From an optimization exercise on the open Yosys and OpenROAD flow, aimed at small area, a short achievable clock period and few clock cycles; shortcuts taken in it are not production practice. At most, simulation tests tie the RTL to the original design; equivalence was not proved. For runs 4 and 5, only the layout was checked, not whether the RTL still works. Power and IR drop assume default switching activity.

==> design/flow/design.v <==
`default_nettype none
package bpa_pkg;
    localparam int MAP_ROWS = 16;
    localparam int ROW_BITS = 32;
    localparam int KIND_W   = 2;
    localparam int PAGE_W   = 9;
    localparam int COUNT_W  = 10;
    localparam int STATUS_W = 2;
    localparam logic [KIND_W-1:0] KIND_ALLOC = 2'd0;
    localparam logic [KIND_W-1:0] KIND_FREE  = 2'd1;
    localparam logic [KIND_W-1:0] KIND_INIT  = 2'd2;
    localparam logic [STATUS_W-1:0] ST_OK       = 2'd0;
    localparam logic [STATUS_W-1:0] ST_NO_FREE  = 2'd1;
    localparam logic [STATUS_W-1:0] ST_BAD_PAGE = 2'd2;
    localparam logic [COUNT_W-1:0] TOTAL_MAX = 10'd1023;
endpackage
`default_nettype wire
`default_nettype none
import bpa_pkg::*;
module bpa_dp
(
    input  wire logic                                  clk,
    input  wire logic [bpa_pkg::MAP_ROWS-1:0]          row_hold,
    input  wire logic [bpa_pkg::MAP_ROWS-1:0]          row_wr,
    input  wire logic [bpa_pkg::ROW_BITS-1:0]          wr_data,
    input  wire logic                                  wr_data_nz,
    input  wire logic [bpa_pkg::MAP_ROWS-1:0]          rd_sel,
    output logic      [bpa_pkg::MAP_ROWS-1:0]          row_nz,
    output logic      [bpa_pkg::ROW_BITS-1:0]          rd_data
);
    logic [ROW_BITS-1:0] map_q [MAP_ROWS];
    logic [MAP_ROWS-1:0] nz_q;
    always_ff @(posedge clk)
    begin
        for (int r = 0; r < MAP_ROWS; r++)
        begin
            map_q[r] <= (map_q[r] & {ROW_BITS{row_hold[r]}}) |
                        (wr_data & {ROW_BITS{row_wr[r]}});
        end
        nz_q <= (nz_q & row_hold) | (row_wr & {MAP_ROWS{wr_data_nz}});
    end
    assign row_nz = nz_q;
    always_comb
    begin
        rd_data = '0;
        for (int r = 0; r < MAP_ROWS; r++)
        begin
            rd_data = rd_data | (map_q[r] & {ROW_BITS{rd_sel[r]}});
        end
    end
endmodule
`default_nettype wire
`default_nettype none
import bpa_pkg::*;
module bitmap_page_allocator_top
(
    input  wire logic                clk,
    input  wire logic                rst_n,
    input  wire logic                in_valid,
    output logic                     in_ready,
    input  wire logic [bpa_pkg::KIND_W-1:0]   kind,
    input  wire logic [bpa_pkg::PAGE_W-1:0]   page,
    output logic                     out_valid,
    input  wire logic                out_ready,
    output logic [bpa_pkg::STATUS_W-1:0]      status,
    output logic [bpa_pkg::PAGE_W-1:0]        alloc_page,
    output logic [bpa_pkg::COUNT_W-1:0]       free_pages,
    input  wire logic                cfg_valid,
    output logic                     cfg_ready,
    input  wire logic                cfg_index,
    input  wire logic [bpa_pkg::COUNT_W-1:0]  cfg_data
);
    localparam int R  = MAP_ROWS;
    localparam int W  = ROW_BITS;
    localparam int RB = $clog2(R);
    localparam int WB = $clog2(W);
    logic [PAGE_W-1:0]  first_q;
    logic [COUNT_W-1:0] lim_q;
    assign cfg_ready = 1'b1;
    always_ff @(posedge clk or negedge rst_n)
    begin
        if (!rst_n)
        begin
            first_q <= PAGE_W'(1);
            lim_q   <= COUNT_W'(512);
        end
        else if (cfg_valid)
        begin
            if (cfg_index)
                lim_q   <= cfg_data[COUNT_W-1] ? COUNT_W'(512) : cfg_data;
            else
                first_q <= cfg_data[PAGE_W-1:0];
        end
    end
    logic                clr_q;
    logic [1:0]          ph_q;
    logic [COUNT_W-1:0]  cnt_q;
    logic                ov_q;
    logic [STATUS_W-1:0] st_q;
    logic [PAGE_W-1:0]   pg_q;
    logic [W-1:0]        fw_q;      
    logic [R-1:0]        fr_q;      
    logic [R-1:0] row_hold;
    logic [R-1:0] row_wr;
    logic [W-1:0] wr_data;
    logic         wr_data_nz;
    logic [R-1:0] row_nz;
    logic [R-1:0] next_row;
    logic [W-1:0] rd_data;
    bpa_dp u_dp (
        .clk        (clk),
        .row_hold   (row_hold),
        .row_wr     (row_wr),
        .wr_data    (wr_data),
        .wr_data_nz (wr_data_nz),
        .rd_sel     (next_row),
        .row_nz     (row_nz),
        .rd_data    (rd_data)
    );
    logic               nonempty;
    logic [COUNT_W-1:0] init_cnt;
    logic [RB-1:0]      f_row;
    logic [WB-1:0]      f_col;
    logic [RB:0]        l_row;
    logic [WB-1:0]      l_col;
    logic               same_row;
    logic               need1, need2;
    logic [R-1:0]       row_in;
    logic [R-1:0]       f_row_oh;
    logic [W-1:0]       f_suffix, l_prefix, mask1;
    assign nonempty = (COUNT_W'(first_q) < lim_q);
    assign init_cnt = nonempty ? (lim_q - COUNT_W'(first_q)) : '0;
    assign f_row    = first_q[PAGE_W-1:WB];
    assign f_col    = first_q[WB-1:0];
    assign l_row    = lim_q[COUNT_W-1:WB];
    assign l_col    = lim_q[WB-1:0];
    assign same_row = ({1'b0, f_row} == l_row);
    assign need1    = nonempty && (f_col != '0);
    assign need2    = nonempty && (l_col != '0) && !(same_row && (f_col != '0));
    always_comb
    begin
        for (int g = 0; g < R; g++)
        begin
            row_in[g]   = (g > int'(f_row) || (g == int'(f_row) && f_col == '0)) &&
                          (g < int'(l_row));
            f_row_oh[g] = (g == int'(f_row));
        end
        for (int j = 0; j < W; j++)
        begin
            f_suffix[j] = (WB'(j) >= f_col);
            l_prefix[j] = (WB'(j) < l_col);
        end
        mask1 = f_suffix & (same_row ? l_prefix : '1);
    end
    logic acc, is_alloc, is_free, is_init, bad, free_ok, respond;
    logic ph1, ph2;
    assign ph1      = (ph_q == 2'd1);
    assign ph2      = (ph_q == 2'd2);
    assign in_ready = !clr_q && (ph_q == 2'd0) && (!ov_q || out_ready);
    assign acc      = in_valid && in_ready;
    assign is_alloc = acc && (kind == KIND_ALLOC);
    assign is_free  = acc && (kind == KIND_FREE);
    assign is_init  = acc && (kind == KIND_INIT);
    assign bad      = (COUNT_W'(page) >= lim_q);
    assign free_ok  = is_free && !bad;
    function automatic logic [R-1:0] prefix_r(input logic [R-1:0] v);
        logic [R-1:0] p;
        p = v;
        for (int s = 1; s < R; s = s * 2)
            for (int i = R - 1; i >= 0; i--)
                if (i >= s) p[i] = p[i] | p[i-s];
        prefix_r = {p[R-2:0], 1'b0};
    endfunction
    function automatic logic [W-1:0] prefix_w(input logic [W-1:0] v);
        logic [W-1:0] p;
        p = v;
        for (int s = 1; s < W; s = s * 2)
            for (int i = W - 1; i >= 0; i--)
                if (i >= s) p[i] = p[i] | p[i-s];
        prefix_w = {p[W-2:0], 1'b0};
    endfunction
    logic [W-1:0]  bit_pre;
    logic [W-1:0]  low_bit;
    logic [W-1:0]  alloc_data;
    logic          alloc_data_nz;
    logic [R-1:0]  above;
    logic          any_free;
    logic          cnt_nz;
    logic          alloc_go;
    logic          found;
    logic [RB-1:0] fr_idx;
    logic [WB-1:0] low_idx;
    always_comb
    begin
        bit_pre       = prefix_w(fw_q);
        low_bit       = fw_q & ~bit_pre;
        alloc_data    = fw_q & bit_pre;
        alloc_data_nz = |alloc_data;
        above         = row_nz & ~fr_q;
        next_row      = above & ~prefix_r(above);
        fr_idx = '0;
        for (int g = 0; g < R; g++)
            if (fr_q[g]) fr_idx = fr_idx | RB'(g);
        low_idx = '0;
        for (int j = 0; j < W; j++)
            if (low_bit[j]) low_idx = low_idx | WB'(j);
    end
    assign any_free = |row_nz;
    assign cnt_nz   = (cnt_q != '0);
    assign alloc_go = is_alloc && cnt_nz;
    assign found    = alloc_go && any_free;
    logic [R-1:0] page_row;
    logic [W-1:0] page_col;
    logic         page_below, page_same;
    always_comb
    begin
        for (int g = 0; g < R; g++)
            page_row[g] = (page[PAGE_W-1:WB] == RB'(g));
        for (int j = 0; j < W; j++)
            page_col[j] = (page[WB-1:0] == WB'(j));
    end
    assign page_below = !any_free || (page[PAGE_W-1:WB] < fr_idx);
    assign page_same  = (page[PAGE_W-1:WB] == fr_idx);
    always_comb
    begin
        for (int g = 0; g < R; g++)
        begin
            row_hold[g] = !(clr_q || is_init || (alloc_go && fr_q[g]));
            row_wr[g]   = (is_init && row_in[g]) ||
                          (free_ok && page_row[g]) ||
                          (alloc_go && fr_q[g]) ||
                          (ph1 && f_row_oh[g]) ||
                          (ph2 && (int'(l_row) == g));
        end
        wr_data_nz = is_alloc ? alloc_data_nz : 1'b1;
        if (is_alloc)
            wr_data = alloc_data;
        else if (is_free)
            wr_data = page_col;
        else if (is_init)
            wr_data = '1;
        else if (ph1)
            wr_data = mask1;
        else
            wr_data = l_prefix;
    end
    always_ff @(posedge clk)
    begin
        if (clr_q)
        begin
            fw_q <= '0;
        end
        else if (is_init)
        begin
            fw_q <= nonempty ? mask1 : '0;
            fr_q <= f_row_oh;
        end
        else if (found)
        begin
            if (alloc_data_nz)
            begin
                fw_q <= alloc_data;
            end
            else
            begin
                fw_q <= rd_data;
                fr_q <= next_row;
            end
        end
        else if (free_ok)
        begin
            if (page_below)
            begin
                fw_q <= page_col;
                fr_q <= page_row;
            end
            else if (page_same)
            begin
                fw_q <= fw_q | page_col;
            end
        end
    end
    assign respond = (acc && !(is_init && (need1 || need2))) ||
                     (ph1 && !need2) || ph2;
    always_ff @(posedge clk or negedge rst_n)
    begin
        if (!rst_n)
        begin
            clr_q <= 1'b1;
            ph_q  <= 2'd0;
            cnt_q <= '0;
            ov_q  <= 1'b0;
        end
        else
        begin
            clr_q <= 1'b0;
            if (is_init)
                ph_q <= need1 ? 2'd1 : (need2 ? 2'd2 : 2'd0);
            else if (ph1)
                ph_q <= need2 ? 2'd2 : 2'd0;
            else if (ph2)
                ph_q <= 2'd0;
            if (found)
                cnt_q <= cnt_q - COUNT_W'(1);
            else if (free_ok && cnt_q != TOTAL_MAX)
                cnt_q <= cnt_q + COUNT_W'(1);
            else if (is_init)
                cnt_q <= init_cnt;
            if (respond)
                ov_q <= 1'b1;
            else if (out_ready)
                ov_q <= 1'b0;
        end
    end
    always_ff @(posedge clk)
    begin
        if (acc)
        begin
            st_q <= (is_alloc && !found) ? ST_NO_FREE :
                    (is_free && bad)     ? ST_BAD_PAGE : ST_OK;
            pg_q <= found ? {fr_idx, low_idx} : '0;
        end
    end
    assign out_valid  = ov_q;
    assign status     = st_q;
    assign alloc_page = pg_q;
    assign free_pages = cnt_q;
endmodule
`default_nettype wire
==> design/flow/run.sh <==
#!/bin/bash
# synth_recipe.tcl (not shown) runs the flow's synth.tcl, then flattens the netlist and writes it again
# the make line also repeats each setting of config.mk as NAME=value (left out here)
make -C /OpenROAD-flow-scripts/flow DESIGN_CONFIG=/design/flow/config.mk WORK_HOME=/design/flow/orfs CLKGATE_MAP_FILE= SYNTH_SCRIPT=/design/flow/synth_recipe.tcl finish
==> design/flow/config.mk <==
export PLATFORM = sky130hd
export DESIGN_NAME = bitmap_page_allocator_top
export DESIGN_NICKNAME = bitmap_page_allocator_top
export VERILOG_FILES = /design/flow/design.v
export SDC_FILE = /design/flow/constraint.sdc
export NUM_CORES = 4
export LEC_CHECK = 0
export CAP_MARGIN = 20
export CORE_MARGIN = 2
export CORE_UTILIZATION = 40
export SETUP_SLACK_MARGIN = 1.5
export SLEW_MARGIN = 20
==> design/flow/constraint.sdc <==
create_clock -name core_clock -period 5.0 [get_ports {clk}]
set_input_delay 1.0000 -clock core_clock [delete_from_list [all_inputs] [get_ports {clk}]]
set_output_delay 1.0000 -clock core_clock [all_outputs]
set_load 0.01 [all_outputs]
==> results of run 1 <==
## cells by family (layout without fill, tap and decap cells)
group | after synthesis | after routing | synth area share
compound gates | 1314 | 1318 | 0.356
xor+xnor | 11 | 11 | 0.00342
fa+ha+maj | 26 | 26 | 0.0117
buf+inv | 357 | 471 | 0.0490
flops | 620 | 620 | 0.456
mux | 4 | 4 | 0.00155
other cells | 2 | 4 | 0.000267
simple gates | 698 | 700 | 0.122
## layout make-up
| class | instances | area, µm² |
|---|---|---|
| Antenna cell | 2 | 5.00 |
| Clock buffer | 91 | 1930 |
| Clock inverter | 32 | 388 |
| Fill cell | 6496 | 35500 |
| Inverter | 57 | 219 |
| Multi-Input combinational cell | 2061 | 14900 |
| Sequential cell | 620 | 12900 |
| Tap cell | 940 | 1180 |
| Timing Repair Buffer | 291 | 2850 |
## metrics by stage
| stage | area [µm²] | worst slack (ns) |
|---|---|---|
| floorplan | 28200 | 1.50 |
| global placement | 30500 | 0.548 |
| detailed placement | 30500 | 0.589 |
| CTS | 33600 | 1.41 |
| global route | 34400 | 1.48 |
| finish | 34400 | 1.51 |
## power groups by stage
stage                     Sequential [mW]  Clock [mW]  Combinational (mW)
final                                5.06        5.28                1.02
after global routing                 5.06        5.53                1.06
after CTS                            5.05        5.33               0.968
after detailed placement             5.16           0               0.934
after global placement               5.16           0               0.933
after floorplan                      5.12           0               0.562
## metal layers
layer  GRT usage  vias up  share of wire  wire length, µm
met5           0        -        0.00031               39
met4       0.158        6          0.051             6440
met3      0.0663      350          0.094            12000
met2       0.516     1746           0.45            56900
met1       0.445    14100           0.41            52000
li1            -    12000              -                -
## layout by cell type, fill, tap and decap left out, types with 9 or more instances in the layout
cell type        instances
dfxtp_1                556
ha_1                    23
a211oi_1                15
clkbuf_16               75
buf_4                  196
a32oi_1                 11
inv_1                   50
edfxtp_1                27
dfrtp_1                 22
nor4_2                   9
o221ai_1                13
o22ai_1                 40
nor3_1                  39
o211ai_1                28
o21ai_1                 16
a21oi_4                 22
buf_12                  22
or3_1                   17
clkbuf_1                11
a221oi_1                22
clkbuf_8                10
clkdlybuf4s50_1         42
nor4_1                  15
and3_1                  13
nor2b_1                 15
nand4_1                 32
o21ai_0                141
a222oi_1                76
a31oi_1                 47
a221o_1                 10
a22o_1                 525
buf_6                   12
nand2_1                247
a221oi_2                10
nor2_1                 126
nand2b_1                27
a21oi_1                139
clkinv_2                17
a22oi_1                 89
nand3_1                 64
## state kept, by name, indices dropped and copies added, names as in the netlist
register    flops
fw_q           32
ph_q            2
lim_q          10
cnt_q          10
st_q            2
first_q         9
u_dp.map_q    512
clr_q           1
ov_q            1
u_dp.nz_q      16
fr_q           16
pg_q            9
## path summary, 6_finish.rpt
kind,start,cells past startpoint,endpoint
max reg2reg,first_q[3]$_DFFE_PN0P_,13,fw_q[11]$_SDFFE_PP0P_
min reg2reg,u_dp.map_q[5][10]$_DFF_P_,2,u_dp.map_q[5][10]$_DFF_P_
min in group asynchronous,rst_n,2,first_q[6]$_DFFE_PN0P_
max in group asynchronous,rst_n,2,clr_q$_DFF_PN1_
max,first_q[3]$_DFFE_PN0P_,13,fw_q[11]$_SDFFE_PP0P_
min,u_dp.map_q[5][10]$_DFF_P_,2,u_dp.map_q[5][10]$_DFF_P_
## repair_timing
item,in CTS,in global routing
resized for setup,91,79
pin swaps,20,27
gates cloned,9,7
buffers inserted,29,47
endpoints found under the setup margin,580,542
## critical path, cell delays in order, from the launching register on
cell	delay, ns
dfrtp_1	0.51
inv_1	0.33
ha_1	0.45
and3_1	0.24
a221oi_2	0.10
o21ai_0	0.24
a21oi_2	0.08
buf_4	0.18
nand2b_4	0.19
buf_4	0.17
a2111oi_2	0.54
buf_4	0.20
nor3_1	0.06
a21oi_1	0.14
==> results by group, run 1 <==
Finish
  – Final nets: 3152
  – Share of layout cells above drive strength 1: 0.169
  – Layout Cells excl Fill: approximately 4000
  – Area grow syn2layout: 22.0%
  – Final core occ: 0.492

Routing
  – Final WL: roughly 130000 µm
  – Post-route DRC: 0
  – Routed vias: 28200
  – Routed len/inst: around 31 µm
  – Number of DRC markers in iteration 0: ~4600
  – Vias/cell: 6.89
  – First-pass DRT Iterations: 10
  – Antenna Nets Post-Route: 0

Run status
  – Status: complete, no violations

Clock tree
  – Sink Count: 620
  – Htree depth: 3
  – CTS Buffer Depth: 3
  – Hold_buf cts: 0
  – CTS tree: built
  – Worst-path clk slew: approximately 0.070 ns
  – Total CTS buffers: 69
  – Root buffer cell: clkbuf_16
  – Clock latency on the worst-skew pair: between 0.6 and 0.7 ns

Placement
  – # placed instances: approximately 3900
  – IO buf count: 49
  – Placer Congestion: between 0.9 and 1
  – Hpwl dp: ~80000 µm

Power and ir drop
  – Logic pwr share: 0.090
  – Pint: between 8 and 9 mW
  – P_sw: ~3.0 mW
  – Pwr Total: ~11 mW
  – Pwr/cell area: 330 mW/mm²
  – Switch share: 0.262
  – Clk network pwr share: 0.465
  – Max rail drop VDD: about 0.25 mV
  – Register share of total power: 0.445
  – Leakage power: 12.6 nW

Floorplan
  – Standard-cell rows: between 90 and 100
  – Die Area: 0.0726 mm²
  – DIE WIDTH: about 270 µm
  – Initial Util: 0.403
  – CORE AREA: ~0.07 mm²
  – Ports: around 50
  – Die H: roughly 270 µm

Yosys
  – Syn_area_per_cell: roughly 9.3 µm²
  – Post-synth net total: ~3100
  – Top-count cell post-synth: dfxtp_1
  – Area share of the largest cell type after synthesis: 0.398
  – Synth area leaders: dfxtp_1 40%, a22o_1 16%, clkbuf_1 3.6%
  – Yosys top cell by area: dfxtp_1
  – Top post-synthesis cells by count: 560 x dfxtp_1, 525 x a22o_1, 270 x clkbuf_1, 251 x nand2_1, 159 x a21oi_1
  – Synthesized flop and latch total: 620
  – Netlist cell types: 94
  – Synth warnings: 3
  – Post-Synthesis Cells: between 3000 and 4000
  – Seq/Total Area, Yosys: 0.456
  – Async set-reset flop share out of synthesis: 0.0532
  – Cell area after synthesis: roughly 0.028 mm²
  – EDFF count, synth: 27
  – Top_reg_cell synth: dfxtp_1

Timing
  – Final min period: 3.49 ns
  – Final Setup Violations: 0
  – Final Cycle Share: 0.698
  – Worst Hold Slack: approximately 0.46 ns
  – Fmax: 0.287 GHz
  – Layout Skew: roughly 0.029 ns
  – Tightest Pin Transition: roughly 1.0 ns
  – Setup TNS: 0 ns
  – Slew margin rel.: 0.310
  – RSZ-0062 raised after global routing: yes
  – Final-report max-slew violation count: 0
  – Final hold vios: 0

Critical path
  – Crit path required time: roughly 5.6 ns
  – R2R Setup Slk: ~1.5 ns
  – Setup crit end kind: flip-flop
  – CP arrival: ~4 ns
  – Crit start category: flip-flop
  – CP max FO: 12
  – CP Class: flip-flop to flip-flop

GRT
  – Largest net degree at the start of global routing: 38
  – Gr ovfl total: 0
  – Initial antenna violation count: 7
  – Vias in the first global route: between 20000 and 30000
  – Gr usage total: 0.333
  – First-pass GRT wire length: about 180000 µm

Run
  – Max cap viols: 0

Hold path
  – Hold crit path type: flip-flop to flip-flop
Testbench counts, summed over its fixed seeds: cycles 12,170.
==> run 2, diff against run 1 <==
--- a/design/flow/config.mk
+++ b/design/flow/config.mk
@@ -9,4 +9,3 @@
 export CORE_MARGIN = 2
 export CORE_UTILIZATION = 40
-export SETUP_SLACK_MARGIN = 1.5
 export SLEW_MARGIN = 20
==> run 2 against run 1 <==
Hold slack lost 0.0021 ns. Global-route usage decreased by 1.4 points. Cell count is 2.0% lower. Area after synthesis stayed put. Non-clock buffer count decreased by 71. Routed wire length is 5.4% lower. Worst setup slack worse by 0.73 ns. Synthesized cell count stayed put. Combinational power down 4%. Largest cell class unchanged.
==> results by group, run 2 <==
Finish
  – Final nets: around 3000
  – Biggest regs: u_dp.map_q (512), fw_q (32)
  – Cell area after layout: roughly 0.033 mm²
  – Commonest non-fill, non-tap cells in the layout: 560 x dfxtp_1, 525 x a22o_1, 251 x nand2_1, 151 x buf_4, 150 x o21ai_0
  – Area grow syn2layout: 16.6%
  – Share of layout cells above drive strength 1: 0.115
  – Antenna diodes: 0
  – Max reg flops: 512
  – Biggest register: u_dp.map_q
  – Layout Cells excl Fill: approximately 4000
  – Commonest non-fill, non-tap cell in the layout: dfxtp_1

Critical path
  – Path depth of the worst reg2reg path: 10
  – CP max-delay cell: o41ai_2
  – CP Cell Sequence: nor4_2 -> nand4_2 -> o41ai_2 -> o211ai_1 -> nor4b_1 -> nand2_1 -> buf_4 -> a21oi_1 -> o21ai_0 -> a31oi_1
  – Crit start category: flip-flop
  – CP max FO: 16
  – Slowest cell delay on critical path: slightly below 0.9 ns
  – Crit path required time: 5.53 ns
  – Reg-to-Reg End: fw_q[8]$_SDFFE_PP0P_
  – Worst r2r src: fw_q[10]$_SDFFE_PP0P_
  – Setup crit end kind: flip-flop
  – R2R Setup Slk: ~0.79 ns
  – CP arrival: between 4 and 5 ns
  – CP Class: flip-flop to flip-flop

Clock tree
  – Sink Count: 620
  – Htree depth: 3
  – Total CTS buffers: 70
  – # resized after CTS: 0
  – Hold_buf cts: 0
  – Clock latency on the worst-skew pair: 0.62 ns
  – # Post-CTS Setup Buffers: 0
  – Root buffer cell: clkbuf_16
  – CTS Buffer Depth: 3
  – Worst-path clk slew: approximately 0.06 ns
  – CTS tree: built

Run
  – Max cap viols: 0

Routing
  – Antenna Nets Post-Route: 0
  – Final WL: roughly 120000 µm
  – Routed len/inst: roughly 30 µm
  – First-pass DRT Iterations: 10
  – Number of DRC markers in iteration 0: ~3800
  – Routed vias: about 27000
  – Vias/cell: between 6 and 7
  – Post-route DRC: 0

Yosys
  – EDFF count, synth: 27
  – Synth warnings: 3
  – Post-Synthesis Cells: 3032
  – Area share of the largest cell type after synthesis: 0.398
  – Top-count cell post-synth: dfxtp_1
  – Synth area leaders: dfxtp_1 40%, a22o_1 16%, clkbuf_1 3.6%
  – Seq/Total Area, Yosys: 0.456
  – Netlist cell types: between 90 and 100
  – Top post-synthesis cells by count: 560 x dfxtp_1, 525 x a22o_1, 270 x clkbuf_1, 251 x nand2_1, 159 x a21oi_1
  – Post-synth net total: 3084
  – Async set-reset flop share out of synthesis: 0.0532
  – Top_reg_cell synth: dfxtp_1
  – Yosys top cell by area: dfxtp_1
  – Syn_area_per_cell: 9.29 µm²
  – Cell area after synthesis: ~0.028 mm²
  – Synthesized flop and latch total: a little over 600

Power and ir drop
  – Leakage power: approximately 12 nW
  – Max rail drop VDD: approximately 0.3 mV
  – Pwr/cell area: 340 mW/mm²

Timing
  – Final hold vios: 0
  – Final-report max-slew violation count: 0
  – Layout Skew: 0.0512 ns
  – RSZ-0062 raised after global routing: no
  – Fmax: 0.237 GHz
  – Final Cycle Share: 0.843
  – Worst Hold Slack: about 0.46 ns
  – Tightest Pin Transition: approximately 1.1 ns
  – Final min period: 4.21 ns
  – Setup TNS: 0 ns
  – Final Setup Violations: 0
  – Slew margin rel.: 0.237

GRT
  – Met3 Resource Use GR: 0.0517
  – Vias in the first global route: ~26000
  – Gr ovfl total: 0
  – Most crowded layer after global routing: met2
  – Met2 usage: 0.492
  – Gr usage total: 0.319
  – Grt met1 use: 0.446
  – Largest net degree at the start of global routing: 40
  – First-pass GRT wire length: about 180000 µm
  – Initial antenna violation count: 2

Floorplan
  – CORE AREA: 0.0699 mm²
  – Ports: between 50 and 60
  – Die Area: 0.0726 mm²
  – Initial Util: 0.403
  – Die H: 269 µm
  – Standard-cell rows: 97
  – DIE WIDTH: 269 µm

Placement
  – Post-DP Area: 0.0305 mm²
  – Placer Congestion: around 0.96
  – Hpwl dp: slightly above 80000 µm
  – IO buf count: roughly 50
  – # placed instances: a little under 4000

Hold path
  – Hold Crit Endpoint: u_dp.map_q[11][29]$_DFF_P_
  – Hold crit path type: flip-flop to flip-flop
  – Hold path start: u_dp.map_q[11][29]$_DFF_P_
  – Count of cells along the worst hold path: 2

Run status
  – Status: complete, no violations
## run 2: cell types whose count changed in the layout (fill, tap and decap cells not counted), moves of 7 or more
cell | before | now
buf_6 | 12 | 0
clkinv_2 | 17 | 6
a221oi_1 | 22 | 32
nor2_1 | 126 | 133
clkdlybuf4s50_1 | 42 | 49
a221oi_2 | 10 | 0
o21ai_0 | 141 | 150
dfrtp_2 | 8 | 0
o21ai_1 | 16 | 8
buf_4 | 196 | 151
a21oi_4 | 22 | 15
dfrtp_1 | 22 | 30
## run 2: metal layers
layer,vias up,wire length (µm)
met3,232,10800
met4,2,4670
met2,1557,53600
met1,13800,51400
met5,-,13
li1,11800,-
## run 2: cell type report
class	count	area, µm²
clock buffer	101	2040
clock inverter	21	213
fill	6617	37100
inverter	57	214
multi-input combinational	2055	14300
sequential	620	12900
tap	940	1180
timing repair buffer	220	2050
## run 2: how the worst max path moves through the flow
stage,start,endpoint,slack (ns),cells after the start
global route,fw_q[10]$_SDFFE_PP0P_,fw_q[5]$_SDFFE_PP0P_,0.66,11
CTS,lim_q[0]$_DFFE_PN0P_,fw_q[15]$_SDFFE_PP0P_,0.94,15
floorplan,page[0],fr_q[0]$_DFFE_PP_,1.01,9
finish,fw_q[10]$_SDFFE_PP0P_,fw_q[8]$_SDFFE_PP0P_,0.79,10
detailed placement,page[0],fw_q[22]$_SDFFE_PP0P_,0.37,14
global placement,page[0],fw_q[22]$_SDFFE_PP0P_,0.42,14
## run 2: stage by stage
stage / total power, mW / utilization / worst slack (ns)
3_5_place_dp: 6.10 / 0.436 / 0.371
3_3_place_gp: 6.09 / 0.436 / 0.417
2_1_floorplan: 5.67 / - / 1.01
4_1_cts: 11.2 / 0.469 / 0.944
6_report: 11.2 / 0.470 / 0.787
5_1_grt: 11.5 / 0.470 / 0.656
## run 2: worst max-delay path, delay by kind of cell (launching register included)
kind            cells  cell delay (ns)
compound gates      5             1.92
buf+inv             1             0.25
simple gates        4             1.50
flops               1             0.45
## run 2: where the power goes
part | internal [mW] | leakage, nW | switching [mW]
clock | 2.96 | 1.09 | 2.17
combinational | 0.265 | 5.75 | 0.710
sequential | 5.00 | 5.11 | 0.0598
total | 8.22 | 12.0 | 2.94
## run 2: cell families (layout without fill, tap and decap cells)
kind of cell             count (synthesis)  after routing  synth area share
flip-flops                             620            620             0.456
adder cells (fa/ha/maj)                 26             26            0.0117
AO/OA/AOI/OAI                         1314           1314             0.356
other                                    2              2          0.000267
XOR/XNOR                                11             11           0.00342
buffers and inverters                  357            399            0.0490
AND/OR/NAND/NOR                        698            698             0.122
multiplexers                             4              4           0.00155
==> run 3, diff against run 2 <==
--- a/design/flow/config.mk
+++ b/design/flow/config.mk
@@ -9,3 +9,4 @@
 export CORE_MARGIN = 2
 export CORE_UTILIZATION = 40
+export CTS_BUF_LIST = sky130_fd_sc_hd__clkbuf_4 sky130_fd_sc_hd__clkbuf_8
 export SLEW_MARGIN = 20
==> run 3 against run 2 <==
Hold slack gained 0.0040 ns. Critical path depth grew 5. Register-to-register slack is essentially flat. Critical endpoint is now fw_q[15]$_SDFFE_PP0P_. Largest power group unchanged.
==> results by group, run 3 <==
Timing
  – Layout Skew: between 0.09 and 0.1 ns
  – Final Setup Violations: 0
  – RSZ-0062 raised after global routing: no
  – Fmax: 0.238 GHz
  – Setup TNS: 0 ns
  – Slew margin rel.: 0.230
  – Tightest Pin Transition: 1.15 ns
  – Final-report max-slew violation count: 0
  – Final Cycle Share: 0.841
  – Final min period: between 4 and 5 ns
  – Final hold vios: 0

Routing
  – Antenna Nets Post-Route: 0
  – Routed len/inst: slightly below 30 µm
  – Routed vias: about 28000
  – First-pass DRT Iterations: 9
  – Number of DRC markers in iteration 0: approximately 3900
  – Final WL: roughly 120000 µm
  – Post-route DRC: 0
  – Vias/cell: 6.74

Clock tree
  – Hold_buf cts: 0
  – CTS tree: built
  – # Post-CTS Setup Buffers: 0
  – CTS Buffer Depth: 3
  – Clock latency on the worst-skew pair: roughly 0.75 ns
  – Root buffer cell: clkbuf_8
  – Total CTS buffers: 105
  – Sink Count: between 600 and 700
  – # resized after CTS: 0
  – Worst-path clk slew: 0.06 ns
  – Htree depth: 3

Yosys
  – Post-Synthesis Cells: 3032
  – Syn_area_per_cell: a little over 9 µm²
  – Seq/Total Area, Yosys: 0.456
  – Top post-synthesis cells by count: 560 x dfxtp_1, 525 x a22o_1, 270 x clkbuf_1, 251 x nand2_1, 159 x a21oi_1
  – Cell area after synthesis: between 0.02 and 0.03 mm²
  – Synth warnings: 3
  – Yosys top cell by area: dfxtp_1
  – Netlist cell types: 94
  – Area share of the largest cell type after synthesis: 0.398
  – Top-count cell post-synth: dfxtp_1
  – Post-synth net total: between 3000 and 4000
  – Async set-reset flop share out of synthesis: 0.0532
  – Synthesized flop and latch total: just over 600
  – EDFF count, synth: 27
  – Top_reg_cell synth: dfxtp_1
  – Synth area leaders: dfxtp_1 40%, a22o_1 16%, clkbuf_1 3.6%

Run status
  – Status: complete, no violations

Finish
  – Commonest non-fill, non-tap cell in the layout: dfxtp_1
  – Biggest register: u_dp.map_q
  – Max reg flops: 512
  – Layout Cells excl Fill: between 4000 and 5000
  – Final core occ: 0.473
  – Commonest non-fill, non-tap cells in the layout: 560 x dfxtp_1, 525 x a22o_1, 251 x nand2_1, 151 x buf_4, 150 x o21ai_0
  – Biggest regs: u_dp.map_q (512), fw_q (32)
  – Final nets: between 3000 and 4000
  – Share of layout cells above drive strength 1: 0.141
  – Area grow syn2layout: 17.5%

Hold path
  – Count of cells along the worst hold path: 2
  – Hold crit path type: flip-flop to flip-flop

GRT
  – Initial antenna violation count: 2
  – Gr ovfl total: 0
  – Largest net degree at the start of global routing: 40
  – First-pass GRT wire length: 179000 µm
  – Gr usage total: 0.319
  – Vias in the first global route: 26300

Power and ir drop
  – Max rail drop VDD: roughly 0.22 mV
  – Pwr Total: 11.3 mW
  – Pwr/cell area: between 300 and 400 mW/mm²
  – Leakage power: ~12 nW

Critical path
  – CP top delay family: compound AO/OA/AOI/OAI gates
  – CP max FO: 8
  – Setup crit end kind: flip-flop
  – CP Cell Sequence: clkinv_1 -> ha_1 -> inv_1 -> fa_1 -> a21o_1 -> a221oi_1 -> o21ai_0 -> a21oi_1 -> buf_4 -> nand2b_1 -> buf_4 -> nor3_1 -> a211oi_1 -> o31a_1 -> o32ai_1
  – CP max-delay cell: a221oi_1
  – Crit path top cell by count: buf_4
  – Buf/Inv on CP: 4
  – Path depth of the worst reg2reg path: 15
  – Crit path required time: roughly 5.6 ns
  – R2R Setup Slk: a little under 0.8 ns
  – Slowest cell delay on critical path: between 0.5 and 0.6 ns
  – Worst path depth: 15
  – CP Class: flip-flop to flip-flop
  – Crit start category: flip-flop
  – CP arrival: between 4 and 5 ns

Placement
  – IO buf count: between 40 and 50
  – # placed instances: between 3000 and 4000
  – Hpwl dp: roughly 81000 µm
  – Placer Congestion: 0.961

Floorplan
  – Die H: 269 µm
  – DIE WIDTH: 269 µm
  – Initial Util: 0.403
  – CORE AREA: ~0.070 mm²
  – Standard-cell rows: between 90 and 100
  – Ports: between 50 and 60
  – Die Area: 0.0726 mm²

Run
  – Max cap viols: 0
## run 3: kinds of logic after synthesis
kind of cell / synth area share
compound gates: 0.356
simple gates: 0.122
flops: 0.456
buf+inv: 0.0490
fa+ha+maj: 0.0117
xor+xnor: 0.00342
mux: 0.00155
other cells: 0.000267
## run 3: path summary, 6_finish.rpt
path,from,endpoint
setup / recovery,lim_q[0]$_DFFE_PN0P_,fw_q[15]$_SDFFE_PP0P_
hold / removal,u_dp.map_q[11][29]$_DFF_P_,u_dp.map_q[11][29]$_DFF_P_
setup reg to reg,lim_q[0]$_DFFE_PN0P_,fw_q[15]$_SDFFE_PP0P_
hold reg to reg,u_dp.map_q[11][29]$_DFF_P_,u_dp.map_q[11][29]$_DFF_P_
max in group asynchronous,rst_n,lim_q[9]$_DFFE_PN1P_
min in group asynchronous,rst_n,cnt_q[1]$_DFFE_PN0P_
## run 3: through the flow
stage               hold WS [ns]  worst slack (ns)  area [µm²]
global placement           0.435             0.417       30500
finish                     0.460             0.793       33100
floorplan                  0.424              1.01       28200
CTS                        0.458             0.911       33000
detailed placement         0.444             0.371       30500
global route               0.476             0.643       33100
## run 3: worst reg2reg max path: stages (launching register included)
cell	delay, ns
dfrtp_1	0.50
clkinv_1	0.26
ha_1	0.22
inv_1	0.05
fa_1	0.39
a21o_1	0.20
a221oi_1	0.52
o21ai_0	0.18
a21oi_1	0.18
buf_4	0.18
nand2b_1	0.41
buf_4	0.30
nor3_1	0.09
a211oi_1	0.29
o31a_1	0.19
o32ai_1	0.07
## run 3: per-layer routing
metal / routed length (µm) / global-route usage
met1: 51700 / 0.441
met2: 53400 / 0.491
met3: 10200 / 0.0518
met4: 5260 / 0.142
met5: 0 / 0
## run 3: area by class of cell
| cell class | count | area, µm² |
|---|---|---|
| sequential | 620 | 12900 |
| antenna | 3 | 7.51 |
| clock inverter | 28 | 374 |
| fill | 6612 | 36800 |
| clock buffer | 165 | 2090 |
| inverter | 57 | 214 |
| timing repair buffer | 221 | 2080 |
| multi-input combinational | 2055 | 14300 |
| tap | 940 | 1180 |
## run 3: report_power, final
| part | internal [mW] | total (mW) | leakage, nW | switching [mW] |
|---|---|---|---|---|
| clock | 3.04 | 5.23 | 1.30 | 2.19 |
| combinational | 0.267 | 0.980 | 5.76 | 0.713 |
| sequential | 5.00 | 5.06 | 5.11 | 0.0596 |
==> run 4, diff against run 3 <==
--- a/design/flow/design.v
+++ b/design/flow/design.v
@@ -75,20 +75,35 @@
     localparam int RB = $clog2(R);
     localparam int WB = $clog2(W);
+    localparam int ROW_W = WB;
     logic [PAGE_W-1:0]  first_q;
     logic [COUNT_W-1:0] lim_q;
+    logic               nonempty_q;
+    logic               same_row_q;
+    logic [COUNT_W-1:0] cfg_lim;
     assign cfg_ready = 1'b1;
+    assign cfg_lim   = cfg_data[COUNT_W-1] ? COUNT_W'(512) : cfg_data;
     always_ff @(posedge clk or negedge rst_n)
     begin
         if (!rst_n)
         begin
-            first_q <= PAGE_W'(1);
-            lim_q   <= COUNT_W'(512);
+            first_q    <= PAGE_W'(1);
+            lim_q      <= COUNT_W'(512);
+            nonempty_q <= 1'b1;
+            same_row_q <= 1'b0;
         end
         else if (cfg_valid)
         begin
             if (cfg_index)
-                lim_q   <= cfg_data[COUNT_W-1] ? COUNT_W'(512) : cfg_data;
+            begin
+                lim_q      <= cfg_lim;
+                nonempty_q <= (COUNT_W'(first_q) < cfg_lim);
+                same_row_q <= ({1'b0, first_q[PAGE_W-1:ROW_W]} == cfg_lim[COUNT_W-1:ROW_W]);
+            end
             else
-                first_q <= cfg_data[PAGE_W-1:0];
+            begin
+                first_q    <= cfg_data[PAGE_W-1:0];
+                nonempty_q <= (COUNT_W'(cfg_data[PAGE_W-1:0]) < lim_q);
+                same_row_q <= ({1'b0, cfg_data[PAGE_W-1:ROW_W]} == lim_q[COUNT_W-1:ROW_W]);
+            end
         end
     end
@@ -101,4 +116,5 @@
     logic [W-1:0]        fw_q;      
     logic [R-1:0]        fr_q;      
+    logic [R-1:0]        nr_q;      
     logic [R-1:0] row_hold;
     logic [R-1:0] row_wr;
@@ -106,5 +122,4 @@
     logic         wr_data_nz;
     logic [R-1:0] row_nz;
-    logic [R-1:0] next_row;
     logic [W-1:0] rd_data;
     bpa_dp u_dp (
@@ -114,5 +129,5 @@
         .wr_data    (wr_data),
         .wr_data_nz (wr_data_nz),
-        .rd_sel     (next_row),
+        .rd_sel     (nr_q),
         .row_nz     (row_nz),
         .rd_data    (rd_data)
@@ -129,5 +144,5 @@
     logic [R-1:0]       f_row_oh;
     logic [W-1:0]       f_suffix, l_prefix, mask1;
-    assign nonempty = (COUNT_W'(first_q) < lim_q);
+    assign nonempty = nonempty_q;
     assign init_cnt = nonempty ? (lim_q - COUNT_W'(first_q)) : '0;
     assign f_row    = first_q[PAGE_W-1:WB];
@@ -135,5 +150,5 @@
     assign l_row    = lim_q[COUNT_W-1:WB];
     assign l_col    = lim_q[WB-1:0];
-    assign same_row = ({1'b0, f_row} == l_row);
+    assign same_row = same_row_q;
     assign need1    = nonempty && (f_col != '0);
     assign need2    = nonempty && (l_col != '0) && !(same_row && (f_col != '0));
@@ -180,26 +195,44 @@
         prefix_w = {p[W-2:0], 1'b0};
     endfunction
+    function automatic logic two_set(input logic [W-1:0] v);
+        logic [W-1:0] a, t;
+        a = v;
+        t = '0;
+        for (int s = 1; s < W; s = s * 2)
+            for (int i = 0; i < W; i = i + 2 * s)
+            begin
+                t[i] = t[i] | t[i+s] | (a[i] & a[i+s]);
+                a[i] = a[i] | a[i+s];
+            end
+        two_set = t[0];
+    endfunction
     logic [W-1:0]  bit_pre;
     logic [W-1:0]  low_bit;
     logic [W-1:0]  alloc_data;
-    logic          alloc_data_nz;
-    logic [R-1:0]  above;
+    logic          fw_two;
+    logic [R-1:0]  third_src;
+    logic [R-1:0]  third_row;
     logic          any_free;
-    logic          cnt_nz;
     logic          alloc_go;
     logic          found;
     logic [RB-1:0] fr_idx;
+    logic [RB-1:0] nr_idx;
+    logic          nr_none;
     logic [WB-1:0] low_idx;
     always_comb
     begin
-        bit_pre       = prefix_w(fw_q);
-        low_bit       = fw_q & ~bit_pre;
-        alloc_data    = fw_q & bit_pre;
-        alloc_data_nz = |alloc_data;
-        above         = row_nz & ~fr_q;
-        next_row      = above & ~prefix_r(above);
+        bit_pre    = prefix_w(fw_q);
+        low_bit    = fw_q & ~bit_pre;
+        alloc_data = fw_q & bit_pre;
+        fw_two     = two_set(fw_q);
+        third_src  = row_nz & ~fr_q & ~nr_q;
+        third_row  = third_src & ~prefix_r(third_src);
         fr_idx = '0;
+        nr_idx = '0;
         for (int g = 0; g < R; g++)
+        begin
             if (fr_q[g]) fr_idx = fr_idx | RB'(g);
+            if (nr_q[g]) nr_idx = nr_idx | RB'(g);
+        end
         low_idx = '0;
         for (int j = 0; j < W; j++)
@@ -207,10 +240,10 @@
     end
     assign any_free = |row_nz;
-    assign cnt_nz   = (cnt_q != '0);
-    assign alloc_go = is_alloc && cnt_nz;
-    assign found    = alloc_go && any_free;
-    logic [R-1:0] page_row;
-    logic [W-1:0] page_col;
-    logic         page_below, page_same;
+    assign nr_none  = !(|nr_q);
+    assign alloc_go = is_alloc;
+    assign found    = is_alloc && any_free;
+    logic [R-1:0]  page_row;
+    logic [W-1:0]  page_col;
+    logic          page_below, page_same, page_next;
     always_comb
     begin
@@ -220,6 +253,22 @@
             page_col[j] = (page[WB-1:0] == WB'(j));
     end
-    assign page_below = !any_free || (page[PAGE_W-1:WB] < fr_idx);
-    assign page_same  = (page[PAGE_W-1:WB] == fr_idx);
+    logic [R-1:0]  page_gt;          
+    always_comb
+    begin
+        for (int g = 0; g < R; g++)
+            page_gt[g] = (RB'(g) > page[PAGE_W-1:WB]);
+    end
+    assign page_below = !any_free || (|(fr_q & page_gt));
+    assign page_same  = |(fr_q & page_row);
+    assign page_next  = !(|(fr_q & (page_gt | page_row))) && (nr_none || (|(nr_q & page_gt)));
+    logic [R-1:0] init_nr;
+    always_comb
+    begin
+        for (int g = 0; g < R; g++)
+            init_nr[g] = (g == int'(f_row) + 1) &&
+                         (COUNT_W'((g) * W) < lim_q) && nonempty;
+    end
+    logic [W-1:0] init_data;
+    assign init_data = ph1 ? mask1 : (ph2 ? l_prefix : '1);
     always_comb
     begin
@@ -233,15 +282,11 @@
                           (ph2 && (int'(l_row) == g));
         end
-        wr_data_nz = is_alloc ? alloc_data_nz : 1'b1;
+        wr_data_nz = is_alloc ? fw_two : 1'b1;
         if (is_alloc)
             wr_data = alloc_data;
         else if (is_free)
             wr_data = page_col;
-        else if (is_init)
-            wr_data = '1;
-        else if (ph1)
-            wr_data = mask1;
         else
-            wr_data = l_prefix;
+            wr_data = init_data;
     end
     always_ff @(posedge clk)
@@ -250,4 +295,6 @@
         begin
             fw_q <= '0;
+            fr_q <= '0;
+            nr_q <= '0;
         end
         else if (is_init)
@@ -255,8 +302,9 @@
             fw_q <= nonempty ? mask1 : '0;
             fr_q <= f_row_oh;
+            nr_q <= init_nr;
         end
         else if (found)
         begin
-            if (alloc_data_nz)
+            if (fw_two)
             begin
                 fw_q <= alloc_data;
@@ -265,5 +313,6 @@
             begin
                 fw_q <= rd_data;
-                fr_q <= next_row;
+                fr_q <= nr_q;
+                nr_q <= third_row;
             end
         end
@@ -274,4 +323,5 @@
                 fw_q <= page_col;
                 fr_q <= page_row;
+                nr_q <= any_free ? fr_q : '0;
             end
             else if (page_same)
@@ -279,4 +329,8 @@
                 fw_q <= fw_q | page_col;
             end
+            else if (page_next)
+            begin
+                nr_q <= page_row;
+            end
         end
     end
--- a/design/flow/config.mk
+++ b/design/flow/config.mk
@@ -9,4 +9,4 @@
 export CORE_MARGIN = 2
 export CORE_UTILIZATION = 40
-export CTS_BUF_LIST = sky130_fd_sc_hd__clkbuf_4 sky130_fd_sc_hd__clkbuf_8
+export SETUP_SLACK_MARGIN = 2.0
 export SLEW_MARGIN = 20
==> run 4 against run 3 <==
Critical path depth decreased by 5. Non-clock buffer count rose by 133. Still clean on timing, DRC and antenna. Register-to-register slack improved by 0.71 ns. Final area up 16%. Clock power rose by 6.5%. Clock skew is 0.047 ns lower.
==> results by group, run 4 <==
Run status
  – Status: complete, no violations

Critical path
  – R2R Setup Slk: 1.50 ns
  – CP arrival: 4.06 ns
  – Worst r2r src: fw_q[7]$_SDFFE_PP0P_
  – CP max FO: 7
  – Reg-to-Reg End: fw_q[23]$_SDFFE_PP0P_
  – Crit start category: flip-flop
  – Setup crit end kind: flip-flop
  – CP Class: flip-flop to flip-flop
  – Path depth of the worst reg2reg path: 10
  – Crit path required time: around 5.6 ns

Timing
  – Tightest Pin Transition: roughly 1.2 ns
  – Setup TNS: 0 ns
  – Slew margin rel.: 0.182
  – Final-report max-slew violation count: 0
  – Layout Skew: approximately 0.053 ns
  – Final hold vios: 0
  – Final Setup Violations: 0
  – RSZ-0062 raised after global routing: yes
  – Final min period: between 3 and 4 ns
  – Final Cycle Share: 0.699
  – Fmax: 0.286 GHz
  – Post-layout worst setup margin: around 1.5 ns

Finish
  – Final nets: roughly 3700
  – Share of layout cells above drive strength 1: 0.219
  – Commonest non-fill, non-tap cells in the layout: 572 x dfxtp_1, 477 x nand2_1, 334 x a22o_1, 269 x o21ai_0, 181 x buf_4
  – Area grow syn2layout: 29.1%
  – Commonest non-fill, non-tap cell in the layout: dfxtp_1
  – Biggest regs: u_dp.map_q (512), fw_q (32)
  – Max reg flops: between 500 and 600
  – Biggest register: u_dp.map_q

Yosys
  – Synth warnings: 3
  – Async set-reset flop share out of synthesis: 0.0549
  – Top-count cell post-synth: dfxtp_1
  – Synthesized flop and latch total: 638
  – Syn_area_per_cell: ~8.5 µm²
  – Post-synthesis mux area share: 0.00476
  – Post-Synthesis Cells: 3500
  – Synth area leaders: dfxtp_1 40%, a22o_1 9.8%, o21ai_0 6.7%
  – Yosys top cell by area: dfxtp_1
  – Largest family of logic cells by synthesized area: compound AO/OA/AOI/OAI gates
  – Synth Area in Adders: 0.0162
  – Area share of the largest cell type after synthesis: 0.399
  – Post-Synth Simple-Gate Area: 0.148
  – Top_reg_cell synth: dfxtp_1
  – Post-synthesis compound-gate area fraction: 0.340
  – XOR/XNOR Fraction of Synth Area: 0.00265
  – Top post-synthesis cells by count: 592 x dfxtp_1, 499 x nand2_1, 399 x o21ai_0, 334 x a22o_1, 273 x clkbuf_1
  – Cell area after synthesis: around 0.03 mm²
  – Seq/Total Area, Yosys: 0.440
  – Netlist cell types: between 90 and 100
  – EDFF count, synth: 11
  – Post-synth net total: approximately 3600

Clock tree
  – Clock latency on the worst-skew pair: ~0.67 ns
  – Hold_buf cts: 0
  – CTS Buffer Depth: 3
  – CTS tree: built
  – Worst-path clk slew: around 0.07 ns
  – Root buffer cell: clkbuf_16
  – Total CTS buffers: 71
  – Sink Count: about 640
  – Htree depth: 3

Floorplan
  – Standard-cell rows: between 90 and 100
  – Die Area: about 0.076 mm²
  – DIE WIDTH: around 280 µm
  – Die H: 277 µm
  – Initial Util: 0.406
  – Ports: between 50 and 60
  – CORE AREA: between 0.07 and 0.08 mm²

Routing
  – Vias/cell: around 7.1
  – Routed vias: around 33000
  – First-pass DRT Iterations: 9
  – Routed len/inst: approximately 33 µm
  – Antenna Nets Post-Route: 0
  – Post-route DRC: 0
  – Number of DRC markers in iteration 0: 5479
  – Final WL: approximately 150000 µm

Hold path
  – Hold crit path type: flip-flop to flip-flop
  – Count of cells along the worst hold path: 2
  – Hold path start: u_dp.map_q[3][22]$_DFF_P_
  – Hold Crit Endpoint: u_dp.map_q[3][22]$_DFF_P_

Power and ir drop
  – Pwr/cell area: around 360 mW/mm²
  – Max rail drop VDD: 0.303 mV
  – Leakage power: roughly 14 nW
  – Pwr Total: roughly 14 mW

Placement
  – Dpl ws: 0.262 ns
  – Hpwl dp: roughly 89000 µm
  – IO buf count: 49
  – Placer Congestion: around 1.0

GRT
  – Largest net degree at the start of global routing: 61
  – First-pass GRT wire length: about 210000 µm
  – Gr usage total: 0.365
  – Initial antenna violation count: 3
  – Vias in the first global route: a little under 30000
  – Gr ovfl total: 0

Run
  – Max cap viols: 0
## run 4: changes by cell type after synthesis, sizes merged, moves of 32 or more
cell / previous run / this run
a22o: 525 / 334
a22oi: 89 / 138
dfxtp: 560 / 592
a222oi: 76 / 4
o21ai: 163 / 418
a221oi: 32 / 93
nand2: 252 / 499
## run 4: layout make-up
| class | instances | area [µm²] |
|---|---|---|
| clock buffers | 105 | 2040 |
| well taps | 959 | 1200 |
| fillers | 6792 | 34900 |
| clock inverters | 27 | 423 |
| repair buffers | 354 | 4070 |
| flip-flops and latches | 638 | 13100 |
| inverters | 45 | 185 |
| diodes | 2 | 5.00 |
| multi-input cells | 2506 | 17300 |
## run 4: worst max-delay path, stage by stage (launching register included)
cell	delay [ns]
dfxtp_2	0.33
or4_4	0.57
or4_4	0.60
maj3_2	0.32
o31a_4	0.35
or3_4	0.41
buf_4	0.16
buf_6	0.13
buf_12	0.15
a31oi_4	0.23
a221o_1	0.16
## run 4: power breakdown
| part | switching, mW | internal [mW] | leakage (nW) |
|---|---|---|---|
| combinational | 1.59 | 0.898 | 7.49 |
| sequential | 0.320 | 5.40 | 5.33 |
| clock | 2.37 | 3.20 | 1.21 |
| total | 4.28 | 9.50 | 14.0 |
## run 4: logic make-up after synthesis
kind of cell,after synthesis
fa+ha+maj,38
flops,638
xor+xnor,9
compound gates,1451
simple gates,985
mux,11
buf+inv,366
other cells,2
## run 4: how the worst max path moves through the flow
stage	start	endpoint	slack (ns)	depth (start not counted)
CTS	fw_q[7]$_SDFFE_PP0P_	fw_q[22]$_SDFFE_PP0P_	1.60	9
floorplan	page[3]	fw_q[15]$_SDFFE_PP0P_	1.83	11
global route	fw_q[7]$_SDFFE_PP0P_	fw_q[22]$_SDFFE_PP0P_	1.50	9
detailed placement	page[5]	nr_q[8]$_SDFFE_PP0P_	0.26	11
finish	fw_q[7]$_SDFFE_PP0P_	fw_q[23]$_SDFFE_PP0P_	1.50	10
global placement	page[7]	nr_q[8]$_SDFFE_PP0P_	0.31	10
## run 4: metal layers
metal  GRT usage  wire, µm
met4       0.196     10500
met1       0.476     58300
met5           0         0
met2       0.544     63500
met3       0.106     20900
## run 4: what timing repair did
| action | CTS | global route |
|---|---|---|
| gates cloned | 17 | 33 |
| setup buffers | 54 | 42 |
| pin swaps | 42 | 154 |
| setup endpoints to repair | 603 | 600 |
| resized for setup | 244 | 405 |
| endpoints found under the hold margin | 0 | 0 |
## run 4: metrics by stage
step                std cells  hold WS [ns]  instance area, µm²   util
finish                   4636         0.445               38400  0.524
global route             4635         0.458               38300  0.524
CTS                      4559         0.456               36100  0.492
detailed placement       4356         0.442               32000  0.438
global placement         4352         0.434               32000  0.436
floorplan                3500         0.425               30200      -
==> run 5, diff against run 4 <==
--- a/design/flow/config.mk
+++ b/design/flow/config.mk
@@ -9,4 +9,4 @@
 export CORE_MARGIN = 2
 export CORE_UTILIZATION = 40
-export SETUP_SLACK_MARGIN = 2.0
+export SETUP_SLACK_MARGIN = 1.0
 export SLEW_MARGIN = 20
==> run 5 against run 4 <==
Still clean on timing, DRC and antenna. Flip-flop and latch count unchanged. Combinational power down 19%. First-iteration DRC count down 9.3%. Core utilization down 5.5 points. Clock-buffer cell count unchanged. Via count down 6.0%. Maximum frequency down 9.8%. Sequential share of layout area up 4.0 points. Critical path type is now primary input to flip-flop.
==> results by group, run 5 <==
Run status
  – Status: complete, no violations

GRT
  – Gr ovfl total: 0
  – Largest net degree at the start of global routing: 59
  – First-pass GRT wire length: 200000 µm
  – Vias in the first global route: between 20000 and 30000
  – Initial antenna violation count: 2
  – Gr usage total: 0.348

Finish
  – Final nets: about 3500
  – Commonest non-fill, non-tap cells in the layout: 576 x dfxtp_1, 499 x nand2_1, 397 x o21ai_0, 334 x a22o_1, 156 x buf_4
  – Cell area after layout: 0.0343 mm²
  – Commonest non-fill, non-tap cell in the layout: dfxtp_1
  – FILL cells: approximately 7000
  – Layout Cells excl Fill: around 4500
  – Area grow syn2layout: 15.4%
  – Share of layout cells above drive strength 1: 0.108
  – Biggest register: u_dp.map_q
  – Multi-input gate area: roughly 0.016 mm²
  – Max reg flops: ~500
  – Biggest regs: u_dp.map_q (512), fw_q (32)
  – Register area: 0.0131 mm²

Placement
  – Hpwl dp: slightly below 90000 µm
  – Dpl ws: roughly 0.13 ns
  – Post-DP Area: about 0.032 mm²
  – IO buf count: slightly below 50
  – # placed instances: between 4000 and 5000
  – Placer Congestion: between 1 and 1.5

Yosys
  – EDFF count, synth: 11
  – Synth warnings: 3
  – Post-synth net total: about 3600
  – Cell area after synthesis: approximately 0.03 mm²
  – Seq/Total Area, Yosys: 0.440
  – Area share of the largest cell type after synthesis: 0.399
  – Yosys top cell by area: dfxtp_1
  – Syn_area_per_cell: 8.49 µm²
  – Async set-reset flop share out of synthesis: 0.0549
  – Netlist cell types: 91
  – Post-Synthesis Cells: between 3000 and 4000
  – Synth area leaders: dfxtp_1 40%, a22o_1 9.8%, o21ai_0 6.7%
  – Top-count cell post-synth: dfxtp_1
  – Top post-synthesis cells by count: 592 x dfxtp_1, 499 x nand2_1, 399 x o21ai_0, 334 x a22o_1, 273 x clkbuf_1
  – Top_reg_cell synth: dfxtp_1
  – Synthesized flop and latch total: approximately 640

Floorplan
  – Ports: 51
  – Standard-cell rows: 99
  – Initial Util: 0.406
  – Die H: between 200 and 300 µm
  – CORE AREA: around 0.073 mm²
  – Die Area: roughly 0.076 mm²
  – DIE WIDTH: around 280 µm

Power and ir drop
  – Pwr/cell area: around 390 mW/mm²
  – Max rail drop VDD: roughly 0.30 mV
  – Register share of total power: 0.431
  – P_sw: 3.96 mW
  – Switch share: 0.299
  – Logic pwr share: 0.152
  – Pint: ~9 mW
  – Pwr Total: around 13 mW
  – Leakage power: roughly 12 nW
  – Clk network pwr share: 0.417

Clock tree
  – CTS Buffer Depth: 3
  – Clock latency on the worst-skew pair: 0.65 ns
  – Root buffer cell: clkbuf_16
  – Htree depth: 3
  – Total CTS buffers: 73
  – # resized after CTS: 4
  – Worst-path clk slew: around 0.060 ns
  – CTS tree: built
  – Hold_buf cts: 0
  – # Post-CTS Setup Buffers: 0
  – Sink Count: approximately 640

Critical path
  – CP Class: primary input to flip-flop
  – Crit path required time: about 5.5 ns
  – Crit start category: primary input
  – Setup crit end kind: flip-flop
  – Path depth of the worst reg2reg path: 7
  – CP arrival: roughly 4.3 ns
  – CP max FO: 17

Routing
  – Routed len/inst: between 30 and 40 µm
  – Routed vias: roughly 30000
  – First-pass DRT Iterations: 7
  – Number of DRC markers in iteration 0: slightly below 5000
  – Vias/cell: 6.87
  – Antenna Nets Post-Route: 0
  – Post-route DRC: 0
  – Final WL: 138000 µm

Timing
  – Slew margin rel.: 0.200
  – RSZ-0062 raised after global routing: no
  – Final Cycle Share: 0.775
  – Final hold vios: 0
  – Fmax: between 0.2 and 0.3 GHz
  – Final-report max-slew violation count: 0
  – Setup TNS: 0 ns
  – Tightest Pin Transition: 1.19 ns
  – Layout Skew: around 0.031 ns
  – Final Setup Violations: 0
  – Post-layout worst setup margin: 1.12 ns
  – Final min period: 3.88 ns

Run
  – Max cap viols: 0

Hold path
  – Hold crit path type: primary input to async pin
run 5: cell counts after synthesis:
No cell type changed its count.
run 5: cells by family after synthesis:
| family | share of synthesized area |
|---|---|
| XOR/XNOR | 0.00265 |
| adder cells (fa/ha/maj) | 0.0162 |
| flip-flops | 0.440 |
| other | 0.000253 |
| buffers and inverters | 0.0480 |
| AO/OA/AOI/OAI | 0.340 |
| AND/OR/NAND/NOR | 0.148 |
| multiplexers | 0.00476 |
run 5: cell type report:
class,count,area share
multi-input cells,2496,0.454
flip-flops and latches,638,0.381
well taps,959,0.0350
repair buffers,214,0.0536
clock buffers,105,0.0629
inverters,45,0.00493
diodes,2,0.000146
clock inverters,23,0.00832
run 5: critical path, stage by stage:
cell	delay, ns
clkdlybuf4s50_1	0.55
ha_1	0.41
o21ai_0	0.08
or3_1	0.37
o21bai_1	0.13
a21oi_1	0.12
o21a_1	0.41
a21boi_2	1.01
o21ai_0	0.22
run 5: routing by layer:
metal / track usage / routed length (µm)
met5: 0 / 14
met4: 0.162 / 7390
met3: 0.0952 / 18100
met2: 0.515 / 57500
met1: 0.469 / 54900
run 5: path summary, 6_finish.rpt:
path / startpoint / slack (ns) / end
min: rst_n / 0.45 / first_q[7]$_DFFE_PN0P_
max reg2reg: fw_q[14]$_SDFFE_PP0P_ / 1.14 / u_dp.nz_q[9]$_DFF_P_
max: page[5] / 1.12 / u_dp.nz_q[15]$_DFF_P_
min reg2reg: u_dp.map_q[3][1]$_DFF_P_ / 0.45 / u_dp.map_q[3][1]$_DFF_P_
min in group core_clock: u_dp.map_q[3][1]$_DFF_P_ / 0.45 / u_dp.map_q[3][1]$_DFF_P_
max in group asynchronous: rst_n / 4.00 / first_q[1]$_DFFE_PN0P_
run 5: metrics by stage:
stage	hold slack [ns]	utilization
2_1_floorplan	0.425	-
3_3_place_gp	0.433	0.434
3_5_place_dp	0.442	0.434
4_1_cts	0.455	0.468
5_1_grt	0.471	0.468
6_report	0.452	0.468
run 5: power by group through the flow:
stage	combinational [mW]	sequential [mW]	clock, mW
global placement	1.94	5.79	0
detailed placement	1.93	5.79	0
floorplan	1.17	5.69	0
global route	2.12	5.73	5.75
CTS	1.94	5.69	5.53
finish	2.02	5.70	5.51
==> run 6, diff against run 5 <==
--- a/design/flow/design.v
+++ b/design/flow/design.v
@@ -115,6 +115,6 @@
     logic [PAGE_W-1:0]   pg_q;
     logic [W-1:0]        fw_q;      
+    logic [R-1:0]        next_row;  
     logic [R-1:0]        fr_q;      
-    logic [R-1:0]        nr_q;      
     logic [R-1:0] row_hold;
     logic [R-1:0] row_wr;
@@ -129,5 +129,5 @@
         .wr_data    (wr_data),
         .wr_data_nz (wr_data_nz),
-        .rd_sel     (nr_q),
+        .rd_sel     (next_row),
         .row_nz     (row_nz),
         .rd_data    (rd_data)
@@ -212,11 +212,8 @@
     logic          fw_two;
     logic [R-1:0]  third_src;
-    logic [R-1:0]  third_row;
     logic          any_free;
     logic          alloc_go;
     logic          found;
     logic [RB-1:0] fr_idx;
-    logic [RB-1:0] nr_idx;
-    logic          nr_none;
     logic [WB-1:0] low_idx;
     always_comb
@@ -226,12 +223,10 @@
         alloc_data = fw_q & bit_pre;
         fw_two     = two_set(fw_q);
-        third_src  = row_nz & ~fr_q & ~nr_q;
-        third_row  = third_src & ~prefix_r(third_src);
+        third_src  = row_nz & ~fr_q;
+        next_row   = third_src & ~prefix_r(third_src);
         fr_idx = '0;
-        nr_idx = '0;
         for (int g = 0; g < R; g++)
         begin
             if (fr_q[g]) fr_idx = fr_idx | RB'(g);
-            if (nr_q[g]) nr_idx = nr_idx | RB'(g);
         end
         low_idx = '0;
@@ -240,10 +235,9 @@
     end
     assign any_free = |row_nz;
-    assign nr_none  = !(|nr_q);
     assign alloc_go = is_alloc;
     assign found    = is_alloc && any_free;
     logic [R-1:0]  page_row;
     logic [W-1:0]  page_col;
-    logic          page_below, page_same, page_next;
+    logic          page_below, page_same;
     always_comb
     begin
@@ -261,12 +255,4 @@
     assign page_below = !any_free || (|(fr_q & page_gt));
     assign page_same  = |(fr_q & page_row);
-    assign page_next  = !(|(fr_q & (page_gt | page_row))) && (nr_none || (|(nr_q & page_gt)));
-    logic [R-1:0] init_nr;
-    always_comb
-    begin
-        for (int g = 0; g < R; g++)
-            init_nr[g] = (g == int'(f_row) + 1) &&
-                         (COUNT_W'((g) * W) < lim_q) && nonempty;
-    end
     logic [W-1:0] init_data;
     assign init_data = ph1 ? mask1 : (ph2 ? l_prefix : '1);
@@ -296,5 +282,4 @@
             fw_q <= '0;
             fr_q <= '0;
-            nr_q <= '0;
         end
         else if (is_init)
@@ -302,5 +287,4 @@
             fw_q <= nonempty ? mask1 : '0;
             fr_q <= f_row_oh;
-            nr_q <= init_nr;
         end
         else if (found)
@@ -313,6 +297,5 @@
             begin
                 fw_q <= rd_data;
-                fr_q <= nr_q;
-                nr_q <= third_row;
+                fr_q <= next_row;
             end
         end
@@ -323,5 +306,4 @@
                 fw_q <= page_col;
                 fr_q <= page_row;
-                nr_q <= any_free ? fr_q : '0;
             end
             else if (page_same)
@@ -329,8 +311,4 @@
                 fw_q <= fw_q | page_col;
             end
-            else if (page_next)
-            begin
-                nr_q <= page_row;
-            end
         end
     end
--- a/design/flow/config.mk
+++ b/design/flow/config.mk
@@ -9,4 +9,4 @@
 export CORE_MARGIN = 2
 export CORE_UTILIZATION = 40
-export SETUP_SLACK_MARGIN = 1.0
+export SETUP_SLACK_MARGIN = 1.5
 export SLEW_MARGIN = 20
==> run 6 against run 5 <==
Maximum frequency up 9.5%. Routed wire length down 11%. Critical path type unchanged. Global-route usage down 3.0 points. Worst setup slack better by 0.34 ns. Still clean on timing, DRC and antenna. Register-to-register slack better by 0.41 ns. Synthesized cell count down 4.8%. Critical endpoint is now u_dp.map_q[13][25]$_DFF_P_. Final area down 2.0%. Die area down 3.7%. Hold slack better by 0.00056 ns. Largest cell class unchanged.
==> results by group, run 6 <==
Run status
  – Status: complete, no violations

Timing
  – Final hold vios: 0
  – Final min period: 3.54 ns
  – Final Setup Violations: 0
  – Tightest Pin Transition: between 1 and 1.5 ns
  – Layout Skew: 0.0390 ns
  – Final Cycle Share: 0.708
  – Final-report max-slew violation count: 0
  – Setup TNS: 0 ns
  – Fmax: ~0.28 GHz
  – Slew margin rel.: 0.113

Yosys
  – Synth area leaders: dfxtp_1 40%, a22o_1 8.6%, o21ai_0 6.9%
  – Top post-synthesis cells by count: 576 x dfxtp_1, 499 x nand2_1, 392 x o21ai_0, 281 x a22o_1, 269 x clkbuf_1
  – XOR/XNOR Fraction of Synth Area: 0.00337
  – Netlist cell types: 88
  – Post-synthesis compound-gate area fraction: 0.331
  – Post-Synthesis Cells: ~3300
  – Top_reg_cell synth: dfxtp_1
  – Synth Area in Adders: 0.0165
  – Area share of the largest cell type after synthesis: 0.403
  – Seq/Total Area, Yosys: 0.446
  – Post-Synth Simple-Gate Area: 0.154
  – Syn_area_per_cell: roughly 8.6 µm²
  – Async set-reset flop share out of synthesis: 0.0563
  – Synthesized flop and latch total: 622
  – Largest family of logic cells by synthesized area: compound AO/OA/AOI/OAI gates
  – Yosys top cell by area: dfxtp_1
  – Cell area after synthesis: ~0.029 mm²

Critical path
  – CP max FO: 33
  – Setup crit end kind: flip-flop
  – Crit path required time: 5.54 ns
  – CP arrival: between 4 and 5 ns
  – CP Class: primary input to flip-flop
  – Crit start category: primary input

Clock tree
  – Sink Count: between 600 and 700
  – Total CTS buffers: 70
  – CTS Buffer Depth: 3
  – Clock latency on the worst-skew pair: between 0.6 and 0.7 ns
  – Root buffer cell: clkbuf_16
  – CTS tree: built

Finish
  – Area grow syn2layout: 17.5%
  – Biggest register: u_dp.map_q
  – Antenna diodes: 0
  – Final nets: 3406
  – Commonest non-fill, non-tap cells in the layout: 571 x dfxtp_1, 494 x nand2_1, 387 x o21ai_0, 281 x a22o_1
  – FILL cells: 6921

Routing
  – Routed vias: ~29000
  – First-pass DRT Iterations: 10
  – Final WL: 123000 µm
  – Routed len/inst: roughly 28 µm
  – Number of DRC markers in iteration 0: 4801
  – Post-route DRC: 0

GRT
  – Vias in the first global route: between 20000 and 30000
  – Gr usage total: 0.317
  – Initial antenna violation count: 2
  – Largest net degree at the start of global routing: 36

Placement
  – IO buf count: 49

Run
  – Max cap viols: 0

Power and ir drop
  – Switch share: 0.325
  – Logic pwr share: 0.202
  – Max rail drop VDD: about 0.24 mV
  – Pwr Total: 13.6 mW
  – Leakage power: 12.4 nW
  – Pint: approximately 9.2 mW

Hold path
  – Count of cells along the worst hold path: 2
  – Hold crit path type: flip-flop to flip-flop

Floorplan
  – Die Area: around 0.074 mm²
  – Ports: 51
  – DIE WIDTH: ~270 µm
  – Die H: 271 µm
  – Initial Util: 0.402
==> run 6: kinds of logic (layout without fill, tap and decap cells) <==
kind of cell / after synthesis / in the layout
AND/OR/NAND/NOR: 979 / 980
XOR/XNOR: 11 / 11
buffers and inverters: 344 / 403
adder cells (fa/ha/maj): 37 / 37
multiplexers: 7 / 7
other: 2 / 2
AO/OA/AOI/OAI: 1331 / 1335
flip-flops: 622 / 622
==> run 6: cell type report <==
| cell class | count | area share |
|---|---|---|
| clock buffer | 104 | 0.0607 |
| clock inverter | 23 | 0.00574 |
| inverter | 44 | 0.00503 |
| multi-input combinational | 2372 | 0.451 |
| sequential | 622 | 0.380 |
| tap | 950 | 0.0354 |
| timing repair buffer | 232 | 0.0623 |
==> run 6: worst max-delay path: stages <==
cell	delay (ns)
clkdlybuf4s50_1	0.51
nor3b_2	0.52
and4_4	0.43
buf_6	0.47
a222oi_1	0.21
o21ai_0	0.25
o21bai_1	0.18
buf_4	0.31
a22o_1	0.19
==> run 6: path summary, 6_finish.rpt <==
| path | start | endpoint | slack (ns) |
|---|---|---|---|
| setup / recovery | kind[0] | u_dp.map_q[13][25]$_DFF_P_ | 1.46 |
| hold / removal | u_dp.map_q[2][9]$_DFF_P_ | u_dp.map_q[2][9]$_DFF_P_ | 0.45 |
| setup reg to reg | u_dp.nz_q[0]$_DFF_P_ | fw_q[29]$_SDFFE_PP0P_ | 1.55 |
| hold reg to reg | u_dp.map_q[2][9]$_DFF_P_ | u_dp.map_q[2][9]$_DFF_P_ | 0.45 |
| max in group asynchronous | rst_n | first_q[6]$_DFFE_PN0P_ | 3.96 |
| min in group asynchronous | rst_n | ov_q$_DFFE_PN0P_ | 0.48 |
==> run 6: power by group through the flow <==
stage,registers (mW),clock network [mW],logic [mW]
after floorplan,5.71,0,1.54
after global placement,5.86,0,2.57
after detailed placement,5.85,0,2.58
after CTS,5.75,5.12,2.60
after global routing,5.82,5.32,2.90
final,5.77,5.09,2.75
==> run 6: repair_timing <==
| item | CTS | global route |
|---|---|---|
| buffers inserted | 6 | 9 |
| pin swaps | 5 | 8 |
| resized for setup | 40 | 52 |
| hold buffers | 0 | 0 |
| cloned | 2 | 5 |
| endpoints found under the setup margin | 548 | 567 |
==> run 6: layer usage <==
metal  part of all wire  vias to the layer above  track usage
met2               0.42                     1918        0.470
met5           0.000073                        -            0
li1                   -                    12600            -
met3               0.11                      372       0.0702
met4              0.049                        2        0.136
met1               0.41                    13900        0.443
==> run 6: stage by stage <==
stage	instances	utilization	worst slack (ns)	hold WS, ns	cell area (µm²)
2_1_floorplan	3333	-	1.62	0.417	28600
3_3_place_gp	4192	0.432	0.549	0.427	30700
3_5_place_dp	4193	0.432	0.560	0.439	30700
4_1_cts	4328	0.466	1.48	0.453	33100
5_1_grt	4347	0.472	1.48	0.470	33600
6_report	4347	0.472	1.46	0.452	33600
Testbench counts of run 6, summed over its fixed seeds: cycles 12,170.

Re-timed with assumed drivers on the ports (clkbuf_16 on the clock, buf_2 on other inputs), run 6 has 1.493 ns of setup slack against 1.460 ns with ideal ports, and 0.811 ns once port delays also move by the mid clock arrival of 0.681 ns.
